Source: an optimization exercise on an open RTL-to-GDS flow (aim: small area, a short achievable clock period and few clock cycles per item). Production flows keep margins and buffers that such runs may drop.
Only simulation tests tie the RTL to the original design; equivalence was not proved.

--- flow/config.mk ---
export PLATFORM = sky130hd
export DESIGN_NAME = aesDecryptTop
export DESIGN_NICKNAME = aesDecryptTop
export VERILOG_FILES = /design/flow/design.v
export SDC_FILE = /design/flow/constraint.sdc
export NUM_CORES = 8
export LEC_CHECK = 0
export CAP_MARGIN = 20
export CORE_MARGIN = 2
export CORE_UTILIZATION = 40
export SLEW_MARGIN = 20
--- flow/design.v ---
`timescale 1ns/1ps
module invSbox
(
    input  logic [7:0] inByte,
    output logic [7:0] outByte
);
    logic [7:0] affOut;
    logic [7:0] p2;
    logic [7:0] p3;
    logic [7:0] p6;
    logic [7:0] p12;
    logic [7:0] p15;
    logic [7:0] p30;
    logic [7:0] p60;
    logic [7:0] p120;
    logic [7:0] p240;
    logic [7:0] p252;
    function automatic logic [7:0] gfMul(input logic [7:0] a, input logic [7:0] b);
        logic [7:0] acc;
        logic [7:0] sh;
        acc = '0;
        sh = a;
        for (int i = 0; i < 8; i++)
        begin
            if (b[i])
                acc = acc ^ sh;
            sh = {sh[6:0], 1'b0} ^ (sh[7] ? 8'h1b : 8'h00);
        end
        gfMul = acc;
    endfunction
    assign affOut = {inByte[6:0], inByte[7]} ^ {inByte[4:0], inByte[7:5]}
                  ^ {inByte[1:0], inByte[7:2]} ^ 8'h05;
    assign p2   = gfMul(affOut, affOut);
    assign p3   = gfMul(p2, affOut);
    assign p6   = gfMul(p3, p3);
    assign p12  = gfMul(p6, p6);
    assign p15  = gfMul(p12, p3);
    assign p30  = gfMul(p15, p15);
    assign p60  = gfMul(p30, p30);
    assign p120 = gfMul(p60, p60);
    assign p240 = gfMul(p120, p120);
    assign p252 = gfMul(p240, p12);
    assign outByte = gfMul(p252, p2);
endmodule
`timescale 1ns/1ps
module invMixColumns
(
    input  logic [128-1:0] inBlock,
    output logic [128-1:0] outBlock
);
    function automatic logic [7:0] xtime(input logic [7:0] a);
        xtime = {a[6:0], 1'b0} ^ (a[7] ? 8'h1b : 8'h00);
    endfunction
    function automatic logic [7:0] mul09(input logic [7:0] a);
        mul09 = xtime(xtime(xtime(a))) ^ a;
    endfunction
    function automatic logic [7:0] mul0b(input logic [7:0] a);
        mul0b = xtime(xtime(xtime(a))) ^ xtime(a) ^ a;
    endfunction
    function automatic logic [7:0] mul0d(input logic [7:0] a);
        mul0d = xtime(xtime(xtime(a))) ^ xtime(xtime(a)) ^ a;
    endfunction
    function automatic logic [7:0] mul0e(input logic [7:0] a);
        mul0e = xtime(xtime(xtime(a))) ^ xtime(xtime(a)) ^ xtime(a);
    endfunction
    for (genvar c = 0; c < 4; c++)
    begin : genCol
        logic [31:0] colIn;
        logic [7:0] a0;
        logic [7:0] a1;
        logic [7:0] a2;
        logic [7:0] a3;
        assign colIn = inBlock[127-32*c -: 32];
        assign a0 = colIn[31:24];
        assign a1 = colIn[23:16];
        assign a2 = colIn[15:8];
        assign a3 = colIn[7:0];
        assign outBlock[127-32*c -: 8] = mul0e(a0) ^ mul0b(a1) ^ mul0d(a2) ^ mul09(a3);
        assign outBlock[119-32*c -: 8] = mul09(a0) ^ mul0e(a1) ^ mul0b(a2) ^ mul0d(a3);
        assign outBlock[111-32*c -: 8] = mul0d(a0) ^ mul09(a1) ^ mul0e(a2) ^ mul0b(a3);
        assign outBlock[103-32*c -: 8] = mul0b(a0) ^ mul0d(a1) ^ mul09(a2) ^ mul0e(a3);
    end
endmodule
`timescale 1ns/1ps
module invRoundDatapath
(
    input  logic [128-1:0] roundState,
    input  logic [128-1:0] roundKey,
    input  logic  finalRound,
    output logic [128-1:0] nextState
);
    logic [128-1:0] shifted;
    logic [128-1:0] substituted;
    logic [128-1:0] keyed;
    logic [128-1:0] mixed;
    for (genvar c = 0; c < 4; c++)
    begin : genShiftCol
        for (genvar r = 0; r < 4; r++)
        begin : genShiftRow
            assign shifted[127-32*c-8*r -: 8] =
                roundState[127-32*((c+4-r)%4)-8*r -: 8];
        end
    end
    for (genvar b = 0; b < 16; b++)
    begin : genSbox
        invSbox invSbox_i
        (
            .inByte  (shifted[127-8*b -: 8]),
            .outByte (substituted[127-8*b -: 8])
        );
    end
    assign keyed = substituted ^ roundKey;
    invMixColumns invMixColumns_i
    (
        .inBlock  (keyed),
        .outBlock (mixed)
    );
    assign nextState = finalRound ? keyed : mixed;
endmodule
`timescale 1ns/1ps
module roundKeyStore
(
    input  logic     clk,
    input  logic     rstN,
    input  logic     keyLoad,
    input  logic [1408-1:0]   expandedKey,
    input  logic [3:0] keyRound,
    output logic [128-1:0]    roundKey
);
    logic [31:0]       keyWords [0:44-1];
    logic [5:0] baseIdx;
    logic       loaded;
    always_ff @(posedge clk)
    begin
        if (keyLoad)
        begin
            for (int i = 0; i < 44; i++)
                keyWords[i] <= expandedKey[32*i +: 32];
        end
    end
    always_ff @(posedge clk)
    begin
        if (!rstN)
            loaded <= 1'b0;
        else if (keyLoad)
            loaded <= 1'b1;
    end
    assign baseIdx  = 6'(keyRound) * 6'(4);
    assign roundKey = {keyWords[baseIdx], keyWords[baseIdx + 6'd1],
                       keyWords[baseIdx + 6'd2], keyWords[baseIdx + 6'd3]};
endmodule
`timescale 1ns/1ps
module aesDecryptCtrl
(
    input  logic     clk,
    input  logic     rstN,
    input  logic     inValid,
    input  logic [128-1:0]    cipherText,
    input  logic [128-1:0]    roundKey,
    input  logic [128-1:0]    nextState,
    output logic     keyLoad,
    output logic [3:0] keyRound,
    output logic [128-1:0]    roundState,
    output logic     finalRound,
    output logic     outValid,
    output logic [128-1:0]    plainText
);
    localparam logic [1:0] IDLE   = 2'd0;
    localparam logic [1:0] WHITEN = 2'd1;
    localparam logic [1:0] ROUNDS = 2'd2;
    logic [1:0] curState;
    assign keyLoad    = (curState == IDLE) && inValid;
    assign finalRound = (keyRound == '0);
    always_ff @(posedge clk)
    begin
        if (!rstN)
        begin
            curState  <= IDLE;
            keyRound  <= '0;
            outValid  <= 1'b0;
            plainText <= '0;
        end
        else
        begin
            outValid <= 1'b0;
            case (curState)
                IDLE:
                begin
                    if (inValid)
                    begin
                        keyRound <= 4'(10);
                        curState <= WHITEN;
                    end
                end
                WHITEN:
                begin
                    keyRound <= keyRound - 4'd1;
                    curState <= ROUNDS;
                end
                ROUNDS:
                begin
                    if (finalRound)
                    begin
                        outValid  <= 1'b1;
                        plainText <= nextState;
                        curState  <= IDLE;
                    end
                    else
                        keyRound <= keyRound - 4'd1;
                end
                default:
                    curState <= IDLE;
            endcase
        end
    end
    always_ff @(posedge clk)
    begin
        if (keyLoad)
            roundState <= cipherText;
        else if (curState == WHITEN)
            roundState <= roundState ^ roundKey;
        else if (curState == ROUNDS)
            roundState <= nextState;
    end
endmodule
`timescale 1ns/1ps
module aesDecryptTop
(
    input  logic   clk,
    input  logic   rstN,
    input  logic   inValid,
    input  logic [128-1:0]  cipherText,
    input  logic [1408-1:0] expandedKey,
    output logic   outValid,
    output logic [128-1:0]  plainText
);
    logic     keyLoad;
    logic [3:0] keyRound;
    logic [128-1:0]    roundKey;
    logic [128-1:0]    roundState;
    logic     finalRound;
    logic [128-1:0]    nextState;
    aesDecryptCtrl aesDecryptCtrl_i
    (
        .clk        (clk),
        .rstN       (rstN),
        .inValid    (inValid),
        .cipherText (cipherText),
        .roundKey   (roundKey),
        .nextState  (nextState),
        .keyLoad    (keyLoad),
        .keyRound   (keyRound),
        .roundState (roundState),
        .finalRound (finalRound),
        .outValid   (outValid),
        .plainText  (plainText)
    );
    roundKeyStore roundKeyStore_i
    (
        .clk         (clk),
        .rstN        (rstN),
        .keyLoad     (keyLoad),
        .expandedKey (expandedKey),
        .keyRound    (keyRound),
        .roundKey    (roundKey)
    );
    invRoundDatapath invRoundDatapath_i
    (
        .roundState (roundState),
        .roundKey   (roundKey),
        .finalRound (finalRound),
        .nextState  (nextState)
    );
endmodule
--- flow/constraint.sdc ---
create_clock -name core_clock -period 21.0 [get_ports {clk}]
set_input_delay 4.2000 -clock core_clock [delete_from_list [all_inputs] [get_ports {clk}]]
set_output_delay 4.2000 -clock core_clock [all_outputs]
set_load 0.01 [all_outputs]
--- flow/run.sh ---
#!/bin/bash
# synth_recipe.tcl (not shown) runs the flow's synth.tcl, then flattens the netlist and writes it again
# the make line also repeats each setting of config.mk as NAME=value (left out here)
make -C /OpenROAD-flow-scripts/flow DESIGN_CONFIG=/design/flow/config.mk WORK_HOME=/design/flow/orfs CLKGATE_MAP_FILE= SYNTH_SCRIPT=/design/flow/synth_recipe.tcl finish
==> parameters.txt <==
Parameter                              Value

Place
  Final weighted congestion in routability-driven placement    1.111
  Placed Area    slightly below 300,000 um2
  Number of port buffers    1,667
  Half-perimeter wire length of the detailed placement result    1026 mm

Setup path
  Worst endpoint data arrival time    between 20 and 25 ns
  CP delay by family, top    XOR/XNOR gates
  Crit path kind    flop to flop
  Worst endpoint required time    21.73 ns
  Crit path max-delay cell type    sky130_fd_sc_hd__xnor3_1
  Most repeated library cell on the critical path    sky130_fd_sc_hd__xnor3_1
  Maximum cell stage delay along the critical path    between 0.8 and 0.9 ns
  Critical path fanouts, max    23
  Worst Setup End Kind    flop
  CP Buf/Inv Count    8
  Kind of launch point of the worst setup path    flop

Route
  Total via count in the routed design    238.6k
  Count of antenna-violating nets left after detailed routing    0
  Post-detailed-routing wire length    approximately 1300 mm
  Iteration-0 DRC count of the detailed router    28.41k
  Vias per Instance    5.870
  Number of detailed-routing iterations run before antenna repair    10
  DRC violation count after routing    0
  Routed wire length per instance    31.43 um

Timing
  Worst setup skew after layout    0.1439 ns
  Relative slew slack    6.129%
  Final period utilization    around 97%
  Final Hold Vio Count    0
  Final Max Tran Viols    0
  Final-layout worst hold slack    0.4627 ns
  Final critical delay including setup and external delays    20.34 ns
  # setup viols final    0
  Setup tns final    0 ns
  Transition at the pin with the smallest max-transition slack    1.404 ns
  Upper clock frequency limit    approximately 50 MHz

Clock tree
  Clock sink count    1,671
  Buffer type at the clock tree root    sky130_fd_sc_hd__clkbuf_16
  Buffer depth of the longest clock path    4
  H-Tree Depth    4
  Clock tree from TritonCTS    built
  Clock Latency Late Sink    roughly 1.1 ns
  Number of buffers created by CTS    217
  Clock transition time at the flip-flop clock pins of the worst setup and hold paths    0.06 ns

Synthesis
  Most frequently used cell type in the post-synthesis netlist    sky130_fd_sc_hd__xnor2_1
  Number of synthesized flops with an enable pin    around 1.5k
  Synthesized cell area    256,300 um2
  Yosys Warn Count    5
  Syn nets    ~31k
  Synth Register Bits    1,671
  FFs w/ async S/R, synth    0%
  Share of the synthesized area in the top cell type    18.71%
  Top post-synthesis cells by area    sky130_fd_sc_hd__xnor2_1 19%, sky130_fd_sc_hd__edfxtp_1 18%, sky130_fd_sc_hd__xnor3_1 11%
  Post-synthesis average cell area    around 8.9 um2
  Synth Instances    28.87k
  Post-synth top cells    5,474 x sky130_fd_sc_hd__xnor2_1, 3,441 x sky130_fd_sc_hd__nor2_1, 2,421 x sky130_fd_sc_hd__nand2_1, 1,692 x sky130_fd_sc_hd__xor2_1, 1,536 x sky130_fd_sc_hd__edfxtp_1
  Dominant register cell in the synthesized netlist    sky130_fd_sc_hd__edfxtp_1
  Post-synthesis sequential area ratio    19.05%
  Distinct cell type count after synthesis    164
  Synth area leader    sky130_fd_sc_hd__xnor2_1

Die
  Die boundary height    804.4 um
  I/O pins    roughly 1.7k
  Cell Rows    about 290
  Overall die area    647,100 um2
  Chip Width    a little over 800 um
  Initial cell density of the core    40.06%
  Total core area    639,700 um2

Final layout
  Area growth from synthesis to final layout    19.36%
  Fill cells    60.99k
  Fraction of layout cells with a size suffix above 1    a little over an eighth
  Final core utilization    47.81%
  Number of nets in the layout    32.77k
  Post-route cell area    305,900 um2

Global routing
  Combined global-route utilization of all metal layers    37.51%
  Maximum number of pins on one net before global-route repair    189
  Antenna violations before repair    ~500
  Number of global-route vias before repair    215.0k
  Wire length of the first global-routing pass    ~1700 mm
  Leftover overflow at the end of global routing    0

Run
  Number of maximum-capacitance violations    0

Worst hold path
  Hold WC Path Type    flop to flop

Outcome
  Result of the run  timing/DRC/antenna clean
routing by layer:
layer | part of all wire [%] | up-vias | track usage [%]
li1 | - | 107000 | -
met1 | 39 | 116800 | 47.10
met2 | 42 | 12310 | 53.85
met3 | 10 | 2333 | 10.49
met4 | 9.0 | 150 | 29.98
met5 | 0.073 | - | 0
worst register-to-register path: cells and delay by family, from the launching register on:
kind | cells | cell delay, ns
xor gates and xnor gates | 30 | 11.08
AOI/OAI and AO/OA | 14 | 3.66
muxes | 3 | 0.50
DFF | 1 | 0.56
and+or+nand+nor | 8 | 1.68
adders and majority gates | 2 | 0.78
buffers and inverters | 8 | 1.80
repair_timing:
item	CTS	global route
pin swaps	1	68
gates resized for setup	52	493
buffers inserted	5	162
endpoints found under the setup margin	66	134
hold buffers	0	0
gates cloned	0	0
placed cells by master, fill, tap and decap left out, types with 350 or more instances in the layout:
| cell | count |
|---|---|
| sky130_fd_sc_hd__xnor2_1 | 5221 |
| sky130_fd_sc_hd__nor2_1 | 3430 |
| sky130_fd_sc_hd__nand2_1 | 2415 |
| sky130_fd_sc_hd__buf_4 | 2204 |
| sky130_fd_sc_hd__clkdlybuf4s50_1 | 1666 |
| sky130_fd_sc_hd__xor2_1 | 1620 |
| sky130_fd_sc_hd__edfxtp_1 | 1536 |
| sky130_fd_sc_hd__xnor3_1 | 1234 |
| sky130_fd_sc_hd__a21oi_1 | 1222 |
| sky130_fd_sc_hd__o21ai_0 | 983 |
| sky130_fd_sc_hd__diode_2 | 913 |
| sky130_fd_sc_hd__mux2i_1 | 749 |
| sky130_fd_sc_hd__nor3_1 | 665 |
| sky130_fd_sc_hd__nand3_1 | 633 |
| sky130_fd_sc_hd__a22oi_1 | 495 |
| sky130_fd_sc_hd__xnor2_2 | 443 |
| sky130_fd_sc_hd__inv_1 | 350 |
sequential cells by signal, indices dropped and copies added (netlist names):
name / flops
roundKeyStore_i.keyWords: 1408
aesDecryptCtrl_i.plainText: 128
aesDecryptCtrl_i.roundState: 128
aesDecryptCtrl_i.keyRound: 4
aesDecryptCtrl_i.curState: 2
aesDecryptCtrl_i.outValid: 1
worst paths after layout:
check	startpoint	endpoint	slack (ns)	cells after the start
worst max-delay path	aesDecryptCtrl_i.roundState[68]$_DFFE_PP_	aesDecryptCtrl_i.roundState[124]$_DFFE_PP_	0.66	65
worst min-delay path	aesDecryptCtrl_i.plainText[12]$_SDFFE_PN0P_	aesDecryptCtrl_i.plainText[12]$_SDFFE_PN0P_	0.46	2
worst max register to register	aesDecryptCtrl_i.roundState[68]$_DFFE_PP_	aesDecryptCtrl_i.roundState[124]$_DFFE_PP_	0.66	65
worst min register to register	aesDecryptCtrl_i.plainText[12]$_SDFFE_PN0P_	aesDecryptCtrl_i.plainText[12]$_SDFFE_PN0P_	0.46	2
cells by family after synthesis:
| logic type | share of synthesized area (%) |
|---|---|
| AO/OA/AOI/OAI | 14.93 |
| buffers and inverters | 4.289 |
| XOR/XNOR | 41.44 |
| AND/OR/NAND/NOR | 15.86 |
| adder cells (fa/ha/maj) | 0.6787 |
| multiplexers | 3.741 |
| flip-flops | 19.05 |
stage by stage:
step | worst slack [ns] | cells
after floorplan | -0.3136 | 28870
after global placement | -0.7812 | 39150
after detailed placement | -0.6219 | 39160
after CTS | 0.007928 | 39570
after global routing | -0.1567 | 40410
final | 0.6612 | 40650
cell type report:
type / count / area [um2] / area share (%)
multi-input combinational: 24810 / 200700 / 65.62
sequential: 1671 / 48830 / 15.96
timing repair buffer: 3912 / 33930 / 11.09
tap: 8436 / 10560 / 3.451
clock buffer: 245 / 5694 / 1.862
antenna: 913 / 2285 / 0.7469
clock inverter: 159 / 1958 / 0.6402
inverter: 495 / 1901 / 0.6214
Testbench counts, summed over its fixed seeds: cycles 6,152, items 512.

what the ideal ports hide:
The flow's constraints put no driver on any port. The routed layout listed below was extracted and timed again, unchanged, in two steps. Step 1 assumes that a clkbuf_16 drives the clock port and a buf_2 every other input. Step 2 moves the port delays by t, midway between the first and last clock arrival at a register: inputs arrive t later, outputs are due t later. That takes back most of the time a late clock gives input paths. Slacks: ideal ports / drivers / drivers and shift; pairs: ideal ports / drivers.
t, ns: 1.159
setup slack, ns: 0.661 / 0.661 / 0.661
worst setup path at the end: register to register
latest minus earliest clock arrival (ns): 0.145 / 0.144
worst data-port slew with drivers (ns): 0.72
After both steps setup and hold are still met in this run. For this run, drivers alone change the setup slack by 0.000 ns; drivers and shift together by 0.000 ns.
